From an optimization exercise on the open Yosys and OpenROAD flow, aimed at a short achievable clock period and few clock cycles; shortcuts taken in it are not production practice. In this exercise RTL edits were held to simulation tests only and were not proved equivalent to the original. No activity file was given, so power comes from the tool's default toggle rates.

==> inputs of v38 <==
// postfix_stack_evaluator
module postfix_stack_evaluator
(
   input  logic                     clock,
   input  logic                     reset,
   input  logic                     req_valid,
   output logic                     req_stall,
   input  logic [pse_pkg::FUNC_W-1:0]        req_func,
   input  logic [pse_pkg::OPND_W-1:0]        req_operand,
   input  logic                     req_last,
   output logic                     rsp_valid,
   input  logic                     rsp_stall,
   output logic signed [pse_pkg::DATA_W-1:0] rsp_value,
   output logic                     rsp_divide_by_zero,
   output logic                     rsp_underflow,
   output logic                     rsp_overflow
);
==> flow/config.mk <==
export PLATFORM = sky130hd
export DESIGN_NAME = postfix_stack_evaluator
export DESIGN_NICKNAME = postfix_stack_evaluator
export VERILOG_FILES = /design/flow/design.v
export SDC_FILE = /design/flow/constraint.sdc
export NUM_CORES = 4
export LEC_CHECK = 0
export CAP_MARGIN = 20
export CORE_MARGIN = 2
export CORE_UTILIZATION = 40
export SLEW_MARGIN = 20
==> flow/constraint.sdc <==
create_clock -name core_clock -period 10.0 [get_ports {clock}]
set_input_delay 2.0000 -clock core_clock [delete_from_list [all_inputs] [get_ports {clock}]]
set_output_delay 2.0000 -clock core_clock [all_outputs]
set_load 0.01 [all_outputs]
standard.sh (not shown) runs the stock make flow with config.mk's settings and CLKGATE_MAP_FILE= SYNTH_SCRIPT=/design/flow/synth_recipe.tcl, a recipe that flattens the netlist after the stock synthesis.
==> flow/flow/run.sh <==
#!/bin/bash
set -euo pipefail
sed 's/"\${@:-finish}"/SETUP_SLACK_MARGIN=6.5 TNS_END_PERCENT=5 "${@:-finish}"/' standard.sh > standard_margin.sh
bash standard_margin.sh > standard_margin.log 2>&1
==> v31: changes against v38 <==
--- a/flow/design.v
+++ b/flow/design.v
@@ -16,24 +16,22 @@
    input  logic        reset,
    input  logic        start,
    input  logic        clear,
    input  logic [31:0] a,
    input  logic [31:0] b,
    output logic        ready,
-   output logic        quo_zero,     
    output logic [31:0] quotient
 );
    localparam logic [1:0] ST_IDLE  = 2'd0;
    localparam logic [1:0] ST_SETUP = 2'd1;
    localparam logic [1:0] ST_ITER  = 2'd2;
    localparam logic [1:0] ST_READY = 2'd3;
    logic [1:0]  st_ff, st_in;
    logic        neg_ff, neg_in;
    logic [31:0] aa_ff, aa_in;        
    logic [31:0] bb_ff, bb_in;        
-   logic [31:0] bbn_ff;              
    logic [2:0]  cnt_ff, cnt_in;
    logic [31:0] rem_ff, rem_in;
    logic [35:0] mb_ff [16];          
    logic [35:0] mb_in [16];
    logic [31:0] q_ff, q_in;
    logic [31:0] qm_ff, qm_in;
@@ -46,46 +44,31 @@
    logic [35:0] x;
    logic [15:1] tk;                  
    logic [3:0]  dig;
    logic [3:0]  digm1;               
    logic [35:0] xsel;
    logic [32:0] nega, negb;
+   logic [33:0] cmp_ab;
    assign nega   = {a ^ {32{a[31]}}, 1'b1} + {32'd0, a[31]};
    assign negb   = {b ^ {32{b[31]}}, 1'b1} + {32'd0, b[31]};
    assign abs_a  = nega[32:1];
    assign abs_b  = negb[32:1];
-   logic [31:0] oa, ob;
-   logic [33:0] c_ab, c_ba;
-   logic [32:0] cs_s, cs_c;
-   logic [33:0] c_ab2;
-   assign oa   = a ^ {32{a[31]}};
-   assign ob   = b ^ {32{b[31]}};
-   assign c_ab = {1'b0, oa, 1'b1} + {1'b0, ~ob, 1'b1};      
-   assign c_ba = {1'b0, ob, 1'b1} + {1'b0, ~oa, 1'b1};      
-   assign cs_s = {1'b0, oa ^ ~ob ^ 32'd1};
-   assign cs_c = {(oa & ~ob) | ((oa | ~ob) & 32'd1), 1'b0};
-   assign c_ab2 = {cs_s, 1'b1} + {cs_c, 1'b1};
-   always_comb begin
-      unique case ({a[31], b[31]})
-         2'b00, 2'b11: a_lt_b = !c_ab[33];            
-         2'b01:        a_lt_b = c_ba[33];             
-         default:      a_lt_b = !c_ab2[33];           
-      endcase
-   end
+   assign cmp_ab = {1'b0, abs_a, 1'b1} + {1'b0, ~abs_b, 1'b1};
+   assign a_lt_b = !cmp_ab[33];
    logic [7:0] moh;                  
    logic [33:0] gecmp [8];
    logic [35:0] b1;
    logic [35:0] csa_s11, csa_c11, csa_s13, csa_c13;
    assign b1      = 36'(bb_ff);
    assign csa_s11 = (b1 << 3) ^ (b1 << 1) ^ b1;
    assign csa_c11 = (((b1 << 3) & (b1 << 1)) | ((b1 << 3) & b1) | ((b1 << 1) & b1)) << 1;
    assign csa_s13 = (b1 << 3) ^ (b1 << 2) ^ b1;
    assign csa_c13 = (((b1 << 3) & (b1 << 2)) | ((b1 << 3) & b1) | ((b1 << 2) & b1)) << 1;
    always_comb begin
       for (int j = 1; j < 8; j++) begin
-         gecmp[j] = {1'b0, aa_ff >> (4*j), 1'b1} + {1'b0, bbn_ff, 1'b1};
+         gecmp[j] = {1'b0, aa_ff >> (4*j), 1'b1} + {1'b0, ~bb_ff, 1'b1};
          ge[j]    = gecmp[j][33];
       end
       moh[0] = !ge[1];
       for (int j = 1; j < 7; j++) begin
          moh[j] = ge[j] && !ge[j+1];
       end
@@ -185,13 +168,12 @@
       if (reset) begin
          st_ff <= ST_IDLE;
       end else begin
          st_ff <= st_in;
       end
       neg_ff <= neg_in;
-      bbn_ff <= ~bb_in;
       aa_ff  <= aa_in;
       bb_ff  <= bb_in;
       cnt_ff <= cnt_in;
       rem_ff <= rem_in;
       q_ff   <= q_in;
       qm_ff  <= qm_in;
@@ -199,13 +181,12 @@
          for (int k = 0; k < 16; k++) begin
             mb_ff[k] <= mb_in[k];
          end
       end
    end
    assign ready    = (st_ff == ST_READY);
-   assign quo_zero = a_lt_b;
    assign quotient = neg_ff ? ~qm_ff : q_ff;
 endmodule
 module postfix_stack_evaluator
 (
    input  logic                     clock,
    input  logic                     reset,
@@ -292,13 +273,13 @@
    logic [31:0] wb_data;
    logic [1:0]  pos_sh;
    logic [3:0]  wsel;
    logic        iss_long;
    logic [31:0] mrow_ff [4];
    logic [31:0] mprod;
-   logic        div_start, div_clear, div_ready, div_small;
+   logic        div_start, div_clear, div_ready;
    logic [31:0] div_q;
    logic        ov_ff, qv_ff;
    logic [34:0] od_ff, qd_ff;
    logic [34:0] cap_data;
    assign bz      = (stk_ff[0] == '0);
    assign wb_now  = pv_ff && (pmul_ff || div_ready);
@@ -310,13 +291,13 @@
    assign cap = fin_ff && !(pv_ff && (pos_ff == 2'd0) && !wb_now) && !qv_ff;
    assign consume  = hv_ff && !dep_stall && (!fin_ff || (cap && is_push));
    assign push_en  = consume && is_push && !full_ff && !fin_ff;
    assign op_en    = consume && is_op;
    assign drop_en  = consume && is_drop;
    assign clr      = rst_ff || cap;
-   assign iss_long = consume && (is_mul || (is_div && !bz && !div_small));
+   assign iss_long = consume && (is_mul || (is_div && !bz));
    assign ev_div0  = is_div && bz;
    assign ev_under = (is_op || is_drop) && lt2_ff;
    assign ev_over  = is_push && full_ff;
    assign cap_data = {(pv_ff && (pos_ff == 2'd0)) ? wb_data : stk_ff[0],
                       div0_ff, under_ff | empty_ff, over_ff};
    always_comb begin
@@ -346,59 +327,54 @@
          pos_ff  <= 2'd0;
          pmul_ff <= is_mul;
       end else begin
          pos_ff  <= pos_sh;
       end
    end
-   logic [31:0] ma, mb;
-   logic [31:0] ma_n_ff;             
-   logic [32:0] mbx;                 
-   logic [15:0] bone, btwo, bneg;
-   logic [31:0] l0 [17];
-   logic [31:0] l1 [12];
-   logic [31:0] l2 [8];
-   logic [31:0] l3 [6];
+   logic [31:0] l0 [32];
+   logic [31:0] l1 [22];
+   logic [31:0] l2 [15];
+   logic [31:0] l3 [10];
+   logic [31:0] l4 [7];
+   logic [31:0] l5 [5];
    logic [31:0] l6 [4];
    logic [31:0] l7 [3];
    logic [31:0] l8 [2];
-   assign ma  = ~ma_n_ff;
-   assign mb  = stk_ff[0];
-   assign mbx = {mb, 1'b0};
    always_comb begin
-      for (int i = 0; i < 16; i++) begin
-         bone[i] = mbx[2*i+1] ^ mbx[2*i];
-         btwo[i] = (mbx[2*i+2] & !mbx[2*i+1] & !mbx[2*i]) | (!mbx[2*i+2] & mbx[2*i+1] & mbx[2*i]);
-         bneg[i] = mbx[2*i+2];
-      end
-      for (int i = 0; i < 16; i++) begin
-         l0[i] = ((({32{bone[i]}} & ma) | ({32{btwo[i]}} & (ma << 1))) ^ {32{bneg[i]}}) << (2*i);
-         if (i > 0) begin
-            l0[i] = l0[i] | (32'(bneg[i-1]) << (2*i-2));
-         end
+      for (int i = 0; i < 32; i++) begin
+         l0[i] = (stk_ff[1] & {32{stk_ff[0][i]}}) << i;
       end
-      l0[16] = 32'(bneg[15]) << 30;
-      for (int g = 0; g < 5; g++) begin
+      for (int g = 0; g < 10; g++) begin
          l1[2*g]   = l0[3*g] ^ l0[3*g+1] ^ l0[3*g+2];
          l1[2*g+1] = ((l0[3*g] & l0[3*g+1]) | (l0[3*g] & l0[3*g+2]) | (l0[3*g+1] & l0[3*g+2])) << 1;
       end
-      l1[10] = l0[15];
-      l1[11] = l0[16];
-      for (int g = 0; g < 4; g++) begin
+      l1[20] = l0[30];
+      l1[21] = l0[31];
+      for (int g = 0; g < 7; g++) begin
          l2[2*g]   = l1[3*g] ^ l1[3*g+1] ^ l1[3*g+2];
          l2[2*g+1] = ((l1[3*g] & l1[3*g+1]) | (l1[3*g] & l1[3*g+2]) | (l1[3*g+1] & l1[3*g+2])) << 1;
       end
-      for (int g = 0; g < 2; g++) begin
+      l2[14] = l1[21];
+      for (int g = 0; g < 5; g++) begin
          l3[2*g]   = l2[3*g] ^ l2[3*g+1] ^ l2[3*g+2];
          l3[2*g+1] = ((l2[3*g] & l2[3*g+1]) | (l2[3*g] & l2[3*g+2]) | (l2[3*g+1] & l2[3*g+2])) << 1;
       end
-      l3[4] = l2[6];
-      l3[5] = l2[7];
+      for (int g = 0; g < 3; g++) begin
+         l4[2*g]   = l3[3*g] ^ l3[3*g+1] ^ l3[3*g+2];
+         l4[2*g+1] = ((l3[3*g] & l3[3*g+1]) | (l3[3*g] & l3[3*g+2]) | (l3[3*g+1] & l3[3*g+2])) << 1;
+      end
+      l4[6] = l3[9];
       for (int g = 0; g < 2; g++) begin
-         l6[2*g]   = l3[3*g] ^ l3[3*g+1] ^ l3[3*g+2];
-         l6[2*g+1] = ((l3[3*g] & l3[3*g+1]) | (l3[3*g] & l3[3*g+2]) | (l3[3*g+1] & l3[3*g+2])) << 1;
+         l5[2*g]   = l4[3*g] ^ l4[3*g+1] ^ l4[3*g+2];
+         l5[2*g+1] = ((l4[3*g] & l4[3*g+1]) | (l4[3*g] & l4[3*g+2]) | (l4[3*g+1] & l4[3*g+2])) << 1;
       end
+      l5[4] = l4[6];
+      l6[0] = l5[0] ^ l5[1] ^ l5[2];
+      l6[1] = ((l5[0] & l5[1]) | (l5[0] & l5[2]) | (l5[1] & l5[2])) << 1;
+      l6[2] = l5[3];
+      l6[3] = l5[4];
    end
    always_comb begin
       l7[0] = mrow_ff[0] ^ mrow_ff[1] ^ mrow_ff[2];
       l7[1] = ((mrow_ff[0] & mrow_ff[1]) | (mrow_ff[0] & mrow_ff[2]) | (mrow_ff[1] & mrow_ff[2])) << 1;
       l7[2] = mrow_ff[3];
       l8[0] = l7[0] ^ l7[1] ^ l7[2];
@@ -407,23 +383,22 @@
    assign mprod = l8[0] + l8[1];
    always_ff @(posedge clock) begin
       for (int i = 0; i < 4; i++) begin
          mrow_ff[i] <= l6[i];
       end
    end
-   assign div_start = consume && is_div && !bz && !div_small;
+   assign div_start = consume && is_div && !bz;
    assign div_clear = (wb_now && !pmul_ff) || clr;
    pse_divider u_divider (
       .clock    (clock),
       .reset    (reset),
       .start    (div_start),
       .clear    (div_clear),
       .a        (stk_ff[1]),
       .b        (stk_ff[0]),
       .ready    (div_ready),
-      .quo_zero (div_small),
       .quotient (div_q)
    );
    logic [32:0] addsub;
    assign addsub = {stk_ff[1], 1'b1} + {stk_ff[0] ^ {32{is_sub}}, is_sub};
    assign res    = (is_add || is_sub) ? addsub[32:1] : '0;
    always_comb begin
@@ -488,25 +463,12 @@
          end else if (drop_en) begin
             stk_ff[i] <= (i + 2 < DEPTH) ? stk_ff[(i + 2 < DEPTH) ? i+2 : 0] : '0;
          end
       end
    end
    always_ff @(posedge clock) begin
-      if (clr) begin
-         ma_n_ff <= '1;
-      end else if (wsel[1]) begin
-         ma_n_ff <= ~wb_data;
-      end else if (push_en) begin
-         ma_n_ff <= ~stk_ff[0];
-      end else if (op_en) begin
-         ma_n_ff <= ~stk_ff[2];
-      end else if (drop_en) begin
-         ma_n_ff <= ~stk_ff[3];
-      end
-   end
-   always_ff @(posedge clock) begin
       if (reset) begin
          ov_ff <= 1'b0;
          qv_ff <= 1'b0;
       end else begin
          if (!ov_ff || !rsp_stall) begin
             if (qv_ff) begin
==> flow/run.sh (new file) <==
#!/bin/bash
# synth_recipe.tcl (not shown) runs the flow's synth.tcl, then flattens the netlist and writes it again
# the make line also repeats each setting of config.mk as NAME=value (left out here)
make -C /OpenROAD-flow-scripts/flow DESIGN_CONFIG=/design/flow/config.mk WORK_HOME=/design/flow/orfs CLKGATE_MAP_FILE= SYNTH_SCRIPT=/design/flow/synth_recipe.tcl finish
Settings changed: SETUP_SLACK_MARGIN set to 5, TNS_END_PERCENT set to 20.
removed: flow/flow/run.sh
removed: flow/standard.sh
==> notes <==
v38 finished clean. v31 went through all stages and came out clean.
Of v38 and v31, v38 has the higher utilization (gap 3.6 points).
Between v38 and v31, the lower register-to-register slack is in v31 (gap 0.52 ns).
Of v38 and v31, v38 has the higher total power (gap about 45%, measured against v31).
Against v38, the global-route usage of v31 is lower by 3.4 points.
Synthesized cell count: v38 is larger than v31 (1.4%).
Of v31 and v38, v38 has the higher routed wire length (gap 17%, measured against v38).
Of v31 and v38, v38 has the higher first-iteration DRC count (gap about 20%, measured against v38).
Worst hold slack: v31 is lower than v38 (0.0086 ns).
==> figures <==
	v38	v31
Outcome	complete, no violations	complete, no violations
Later-pin clock latency in the skew report	1.14 ns	1.13 ns
Cell count of the worst reg-to-reg path	17	15
Fmax	0.210 GHz	0.190 GHz
Destination of the worst register-to-register timing path	u_divider.rem_ff[0]	u_divider.aa_ff[28]
Syn Area/Cell	7.09 um2	7.17 um2
Critical path origin	u_divider.mb_ff[7][0]	u_divider.bb_ff[11]
Maximum VDD drop	0.306 mV	0.171 mV
Vias in the first global route	279456	260544
Number of iterations in the first detailed-routing pass	13	8
Sequential Power	22.4 mW	20.8 mW
Netlist area before placement	297000 um2	296000 um2
Final routed wirelength across all metal layers	1110000 um	923000 um
Internal power summed over all cells	46.2 mW	35.2 mW
Count of non-CTS inverters in the layout	706	948
Met3 demand-to-capacity share in global routing	3.83%	2.72%
Buffers inserted by post-CTS timing repair	313	45
Area share of and/or/nand/nor cells after synthesis	24.5%	24.8%
Testbench counts of v38, summed over its fixed seeds: cycles 15,067.
Testbench counts of v31, summed over its fixed seeds: cycles 15,280.

## static timing again, ports no longer ideal
How much do the figures lean on ideal ports? The routed layouts below were timed once more, with nothing changed but the port constraints. Step 1 assumes that a clkbuf_16 drives the clock port and a buf_2 every other input. Step 2 adds t to the input delays and takes it off the output delays; t is the mean of the earliest and latest rising clock arrival at the registers after step 1. Input paths then give back, and output paths get back, about the clock's delay inside the block. Slacks: ideal ports / drivers / drivers and shift; pairs: ideal ports / drivers.
run	t, ns	slack for setup (ns)	hold slack, ns
v38	1.236	5.247 / 5.247 / 5.247	0.460 / 0.460 / 0.460
v31	1.218	4.724 / 4.724 / 4.724	0.451 / 0.451 / 0.451
After both steps every run listed still meets setup and hold.
